From an optimization exercise on the open Yosys and OpenROAD flow, aimed at small area, a short achievable clock period and few clock cycles per item; shortcuts taken in it are not production practice.
Function was checked by simulation only, so behaviour that the tests miss may differ from the original.
Power and IR drop assume default switching activity.

==> job 7770: inputs <==
Design section_beat_peak_picker, start of the top module:
module section_beat_peak_picker #(
  parameter int SECTION_MAX = 128,
  parameter int SAMPLE_BITS = 16
) (
  input  logic                                   clk,
  input  logic                                   rst,
  input  logic                                   s_tvalid,
  output logic                                   s_tready,
  input  logic [((SAMPLE_BITS + 7) / 8) * 8-1:0] s_tdata,    
  output logic                                   m_tvalid,
  input  logic                                   m_tready,
  output logic [7:0]                             m_tdata,    
  output logic                                   m_tuser,    
  output logic                                   m_tlast,    
  input  logic                                   cfg_valid,
  output logic                                   cfg_ready,
  input  logic [sbpp_pkg::CFG_INDEX_W-1:0]       cfg_index,
  input  logic [sbpp_pkg::CFG_DATA_W-1:0]        cfg_data
);
export LEC_CHECK = 0
export CAP_MARGIN = 20
export CORE_MARGIN = 2
export CORE_UTILIZATION = 40
export SLEW_MARGIN = 20
create_clock -name core_clock -period 10.5 [get_ports {clk}]
run.sh (not shown) runs the stock make flow with config.mk's settings and CLKGATE_MAP_FILE= SYNTH_SCRIPT=/design/flow/synth_recipe.tcl, a recipe that flattens the netlist after the stock synthesis.
==> inputs of job 9986, as changes to job 7770 <==
Settings changed: ABC_CLOCK_PERIOD_IN_PS set to 4000, SETUP_SLACK_MARGIN set to 5.
==> inputs of job 7208, as changes to job 7770 <==
--- a/flow/design.v
+++ b/flow/design.v
@@ -86,12 +86,15 @@
   logic [31:0]        sq_s, sq_c;     
   logic               sq_v, sq_first, sq_last;
   logic [37:0]        q_sum;
   logic [6:0]         wptr, rptr, sec_base;
   logic [22:0]        fifo0 [32];
   logic [22:0]        fifo1 [32];
+  logic               pk_q;
+  logic [5:0]         pk_addr;
+  logic [22:0]        pk_data;
   logic               ld_first, ld_last, pk_wr, sec_done;
   logic [6:0]         wptr_inc, end_ptr;
   logic [7:0]         pos_nx;
   logic [6:0]         wptr_nx;
   logic [31:0]        x_sq_s, x_sq_c;
   assign ld_first = (pos == 8'd0);
@@ -150,14 +153,17 @@
     if (wr_len) begin
       pos_nx  = 8'd0;
       wptr_nx = sec_base;
     end
   end
   always_ff @(posedge clk) begin
-    if (pk_wr && !wptr[0]) fifo0[wptr[5:1]] <= {xb, 7'(pos - 8'd2)};
-    if (pk_wr &&  wptr[0]) fifo1[wptr[5:1]] <= {xb, 7'(pos - 8'd2)};
+    pk_q    <= pk_wr;
+    pk_addr <= wptr[5:0];
+    pk_data <= {xb, 7'(pos - 8'd2)};
+    if (pk_q && !pk_addr[0]) fifo0[pk_addr[5:1]] <= pk_data;
+    if (pk_q &&  pk_addr[0]) fifo1[pk_addr[5:1]] <= pk_data;
   end
   always_ff @(posedge clk) begin
     if (rst) begin
       pos      <= 8'd0;
       wptr     <= 7'd0;
       sec_base <= 7'd0;
@@ -395,13 +401,14 @@
   logic               sc_act;
   logic signed [15:0] sc_tx;
   logic [6:0]         sc_end;
   logic               adv, go;
   logic               is_ent, is_two, is_cls;
   logic [6:0]         rptr1;
-  logic [4:0]         row0;
+  logic [4:0]         row0, row1;
+  logic [6:0]         rptr_nx;
   logic [22:0]        rd0, rd1, rda, rdb;
   logic               p_v0, p_v1, p_cls, p_half;
   logic signed [15:0] p_val0, p_val1;
   logic [6:0]         p_off0, p_off1;
   logic signed [15:0] p_tx;
   logic               pend_v;
@@ -412,15 +419,15 @@
   assign adv     = !m_tvalid || m_tready;
   assign tb_take = (tb_st == TB_DONE) && !sc_act;
   assign rptr1   = rptr + 7'd1;
   assign is_ent  = sc_act && (rptr != sc_end);
   assign is_two  = is_ent && (rptr1 != sc_end);
   assign is_cls  = sc_act && (rptr == sc_end);
-  assign row0    = rptr[5:1] + 5'(rptr[0]);
   assign rd0     = fifo0[row0];
-  assign rd1     = fifo1[rptr[5:1]];
+  assign rd1     = fifo1[row1];
+  assign rptr_nx = !is_ent ? rptr : is_two ? rptr + 7'd2 : rptr1;
   assign rda     = rptr[0] ? rd1 : rd0;
   assign rdb     = rptr[0] ? rd0 : rd1;
   assign h0    = p_v0 && !p_half && (p_val0 > p_tx);
   assign h1    = p_v1 && (p_val1 > p_tx);
   assign need2 = h0 && h1 && pend_v;
   assign go    = adv && !need2;
@@ -439,12 +446,14 @@
     end
   end
   always_ff @(posedge clk) begin
     if (rst) begin
       sc_act   <= 1'b0;
       rptr     <= 7'd0;
+      row0     <= 5'd0;
+      row1     <= 5'd0;
       p_v0     <= 1'b0;
       p_v1     <= 1'b0;
       p_cls    <= 1'b0;
       p_half   <= 1'b0;
       pend_v   <= 1'b0;
       m_tvalid <= 1'b0;
@@ -460,13 +469,15 @@
           pend_off <= p_off0;
         end else begin
           p_v0   <= is_ent;
           p_v1   <= is_two;
           p_cls  <= is_cls;
           p_half <= 1'b0;
-          if (is_ent) rptr <= is_two ? rptr + 7'd2 : rptr1;
+          rptr <= rptr_nx;
+          row0 <= rptr_nx[5:1] + 5'(rptr_nx[0]);
+          row1 <= rptr_nx[5:1];
           if (is_cls) sc_act <= 1'b0;
           if (p_cls) begin
             pend_v <= 1'b0;
           end else if (h1) begin
             pend_v   <= 1'b1;
             pend_off <= p_off1;
@@ -488,17 +499,16 @@
       p_off0 <= rda[6:0];
       p_val1 <= rdb[22:7];
       p_off1 <= rdb[6:0];
       p_tx   <= sc_tx;
     end
   end
-  logic [6:0] fill_nx, cur_nx, base_nx;
-  logic       hold_last;
-  assign fill_nx   = wptr_nx - rptr;
-  assign base_nx   = sec_done ? end_ptr : sec_base;
-  assign cur_nx    = wptr_nx - base_nx;
-  assign hold_last = ta_busy_nx && (in_v_nx ? (pos_nx == n_m2) : (pos_nx == n_m1));
+  logic [6:0] fill;
+  logic       room, hold_last;
+  assign fill      = wptr - rptr;
+  assign room      = (fill < 7'd63) || (rptr == sec_base);
+  assign hold_last = ta_busy_nx && ((pos_nx == n_m1) || (pos_nx == n_m2));
   always_ff @(posedge clk) begin
     if (rst) s_tready <= 1'b0;
-    else     s_tready <= (!fill_nx[6] || cur_nx[6]) && !hold_last;
+    else     s_tready <= room && !hold_last;
   end
 endmodule
Settings changed: CORE_UTILIZATION 40 to 60, SETUP_SLACK_MARGIN set to 5.
==> inputs of job 6499, as changes to job 7770 <==
--- a/flow/design.v
+++ b/flow/design.v
@@ -86,12 +86,15 @@
   logic [31:0]        sq_s, sq_c;     
   logic               sq_v, sq_first, sq_last;
   logic [37:0]        q_sum;
   logic [6:0]         wptr, rptr, sec_base;
   logic [22:0]        fifo0 [32];
   logic [22:0]        fifo1 [32];
+  logic               pk_q;
+  logic [5:0]         pk_addr;
+  logic [22:0]        pk_data;
   logic               ld_first, ld_last, pk_wr, sec_done;
   logic [6:0]         wptr_inc, end_ptr;
   logic [7:0]         pos_nx;
   logic [6:0]         wptr_nx;
   logic [31:0]        x_sq_s, x_sq_c;
   assign ld_first = (pos == 8'd0);
@@ -150,14 +153,17 @@
     if (wr_len) begin
       pos_nx  = 8'd0;
       wptr_nx = sec_base;
     end
   end
   always_ff @(posedge clk) begin
-    if (pk_wr && !wptr[0]) fifo0[wptr[5:1]] <= {xb, 7'(pos - 8'd2)};
-    if (pk_wr &&  wptr[0]) fifo1[wptr[5:1]] <= {xb, 7'(pos - 8'd2)};
+    pk_q    <= pk_wr;
+    pk_addr <= wptr[5:0];
+    pk_data <= {xb, 7'(pos - 8'd2)};
+    if (pk_q && !pk_addr[0]) fifo0[pk_addr[5:1]] <= pk_data;
+    if (pk_q &&  pk_addr[0]) fifo1[pk_addr[5:1]] <= pk_data;
   end
   always_ff @(posedge clk) begin
     if (rst) begin
       pos      <= 8'd0;
       wptr     <= 7'd0;
       sec_base <= 7'd0;
@@ -395,13 +401,14 @@
   logic               sc_act;
   logic signed [15:0] sc_tx;
   logic [6:0]         sc_end;
   logic               adv, go;
   logic               is_ent, is_two, is_cls;
   logic [6:0]         rptr1;
-  logic [4:0]         row0;
+  logic [4:0]         row0, row1;
+  logic [6:0]         rptr_nx;
   logic [22:0]        rd0, rd1, rda, rdb;
   logic               p_v0, p_v1, p_cls, p_half;
   logic signed [15:0] p_val0, p_val1;
   logic [6:0]         p_off0, p_off1;
   logic signed [15:0] p_tx;
   logic               pend_v;
@@ -412,15 +419,15 @@
   assign adv     = !m_tvalid || m_tready;
   assign tb_take = (tb_st == TB_DONE) && !sc_act;
   assign rptr1   = rptr + 7'd1;
   assign is_ent  = sc_act && (rptr != sc_end);
   assign is_two  = is_ent && (rptr1 != sc_end);
   assign is_cls  = sc_act && (rptr == sc_end);
-  assign row0    = rptr[5:1] + 5'(rptr[0]);
   assign rd0     = fifo0[row0];
-  assign rd1     = fifo1[rptr[5:1]];
+  assign rd1     = fifo1[row1];
+  assign rptr_nx = !is_ent ? rptr : is_two ? rptr + 7'd2 : rptr1;
   assign rda     = rptr[0] ? rd1 : rd0;
   assign rdb     = rptr[0] ? rd0 : rd1;
   assign h0    = p_v0 && !p_half && (p_val0 > p_tx);
   assign h1    = p_v1 && (p_val1 > p_tx);
   assign need2 = h0 && h1 && pend_v;
   assign go    = adv && !need2;
@@ -439,12 +446,14 @@
     end
   end
   always_ff @(posedge clk) begin
     if (rst) begin
       sc_act   <= 1'b0;
       rptr     <= 7'd0;
+      row0     <= 5'd0;
+      row1     <= 5'd0;
       p_v0     <= 1'b0;
       p_v1     <= 1'b0;
       p_cls    <= 1'b0;
       p_half   <= 1'b0;
       pend_v   <= 1'b0;
       m_tvalid <= 1'b0;
@@ -460,13 +469,15 @@
           pend_off <= p_off0;
         end else begin
           p_v0   <= is_ent;
           p_v1   <= is_two;
           p_cls  <= is_cls;
           p_half <= 1'b0;
-          if (is_ent) rptr <= is_two ? rptr + 7'd2 : rptr1;
+          rptr <= rptr_nx;
+          row0 <= rptr_nx[5:1] + 5'(rptr_nx[0]);
+          row1 <= rptr_nx[5:1];
           if (is_cls) sc_act <= 1'b0;
           if (p_cls) begin
             pend_v <= 1'b0;
           end else if (h1) begin
             pend_v   <= 1'b1;
             pend_off <= p_off1;
@@ -488,17 +499,16 @@
       p_off0 <= rda[6:0];
       p_val1 <= rdb[22:7];
       p_off1 <= rdb[6:0];
       p_tx   <= sc_tx;
     end
   end
-  logic [6:0] fill_nx, cur_nx, base_nx;
-  logic       hold_last;
-  assign fill_nx   = wptr_nx - rptr;
-  assign base_nx   = sec_done ? end_ptr : sec_base;
-  assign cur_nx    = wptr_nx - base_nx;
-  assign hold_last = ta_busy_nx && (in_v_nx ? (pos_nx == n_m2) : (pos_nx == n_m1));
+  logic [6:0] fill;
+  logic       room, hold_last;
+  assign fill      = wptr - rptr;
+  assign room      = (fill < 7'd63) || (rptr == sec_base);
+  assign hold_last = ta_busy_nx && ((pos_nx == n_m1) || (pos_nx == n_m2));
   always_ff @(posedge clk) begin
     if (rst) s_tready <= 1'b0;
-    else     s_tready <= (!fill_nx[6] || cur_nx[6]) && !hold_last;
+    else     s_tready <= room && !hold_last;
   end
 endmodule
Settings changed: ABC_AREA set to 1, SETUP_SLACK_MARGIN set to 5.
==> metrics.md <==
| Metric | Value |
|---|---|
| Internal power component | `17.8 mW` |
| # rows | `171` |
| Nonclk buf count | `about 180` |
| Initial DRC count | `8482` |
| Met2 track demand over resource in global routing | `0.454` |
| Clock group | `roughly 9.5 mW` |
| Seq/Total Area, Yosys | `0.574` |
| First-pass iteration count of the detailed router | `6` |
| Number of cells on the critical path | `18` |
| Combinational power | `around 2.1 mW` |
| Outcome | `timing/DRC/antenna clean` |
| Cts bufs inserted | `288` |
| Data required time at the worst endpoint | `11210 ps` |
| WL final | `~330000 µm` |
| Total routing usage reported by global routing | `0.297` |
# the run above: job 7208

==> metrics.md <==
| Metric | Value |
|---|---|
| Clock group | `9.90 mW` |
| Total routing usage reported by global routing | `0.208` |
| Met2 track demand over resource in global routing | `0.337` |
| Nonclk buf count | `201` |
| Data required time at the worst endpoint | `11330 ps` |
| Outcome | `timing/DRC/antenna clean` |
| Combinational power | `about 2.1 mW` |
| First-pass iteration count of the detailed router | `8` |
| Internal power component | `17.8 mW` |
| Cts bufs inserted | `287` |
| Number of cells on the critical path | `21` |
# the run above: job 9986

==> metrics.md <==
| Metric | Value |
|---|---|
| Combinational power | `2.06 mW` |
| Data required time at the worst endpoint | `11310 ps` |
| Seq/Total Area, Yosys | `0.573` |
| Fraction of area in multi-input gates | `0.362` |
| First-pass iteration count of the detailed router | `6` |
| Cts bufs inserted | `286` |
| Largest delay share family, worst path | `compound AO/OA/AOI/OAI gates` |
| Total routing usage reported by global routing | `0.210` |
| Met2 track demand over resource in global routing | `0.343` |
| Outcome | `timing/DRC/antenna clean` |
| WL final | `353000 µm` |
| Nonclk buf count | `200` |
| Unrepaired setup endpoints after global routing | `no` |
| Number of cells on the critical path | `20` |
| Initial DRC count | `7431` |
| # rows | `209` |
| Top flip-flop cell by instance count after synthesis | `edfxtp_1` |
| Most crowded layer after global routing | `met2` |
# the run above: job 7770

==> metrics.md <==
| Metric | Value |
|---|---|
| Cts bufs inserted | `290` |
| Total routing usage reported by global routing | `0.241` |
| Combinational power | `13.9 mW` |
| Outcome | `timing/DRC/antenna clean` |
| Initial DRC count | `11716` |
| First-pass iteration count of the detailed router | `7` |
| # rows | `216` |
| Met2 track demand over resource in global routing | `0.375` |
| Data required time at the worst endpoint | `11110 ps` |
| Internal power component | `22.5 mW` |
# the run above: job 6499

Testbench counts of job 7770, summed over its fixed seeds: cycles 18,427, sections 192.
Testbench counts of job 9986, summed over its fixed seeds: cycles 18,427, sections 192.
Testbench counts of job 7208, summed over its fixed seeds: cycles 18,446, sections 192.
Testbench counts of job 6499, summed over its fixed seeds: cycles 18,446, sections 192.

-- separate check: timing with driven ports --
The results above use ideal ports. As a check the final layouts listed here were re-extracted and re-timed, cells and wires unchanged.
Step 1, drivers: a clkbuf_16 drives clk and a buf_2 each remaining input, both assumed.
Step 2, shift: input delay + t, output delay - t, t = (earliest + latest rising clock arrival at the registers) / 2. This alone moves slack from input paths to output paths.
Three values: ideal ports, drivers, drivers and shift; two values: the first two.
run | shift t [ns] | slack for setup (ns) | worst data-port slew with drivers (ns)
job 7770 | 0.976 | 4.531 / 4.531 / 4.531 | 0.15
job 9986 | 0.974 | 5.132 / 5.132 / 5.132 | 0.12
job 7208 | 0.997 | 5.328 / 5.328 / 5.328 | 0.05
job 6499 | 0.998 | 5.419 / 5.419 / 5.419 | 0.12
After both steps every run listed still meets setup and hold.
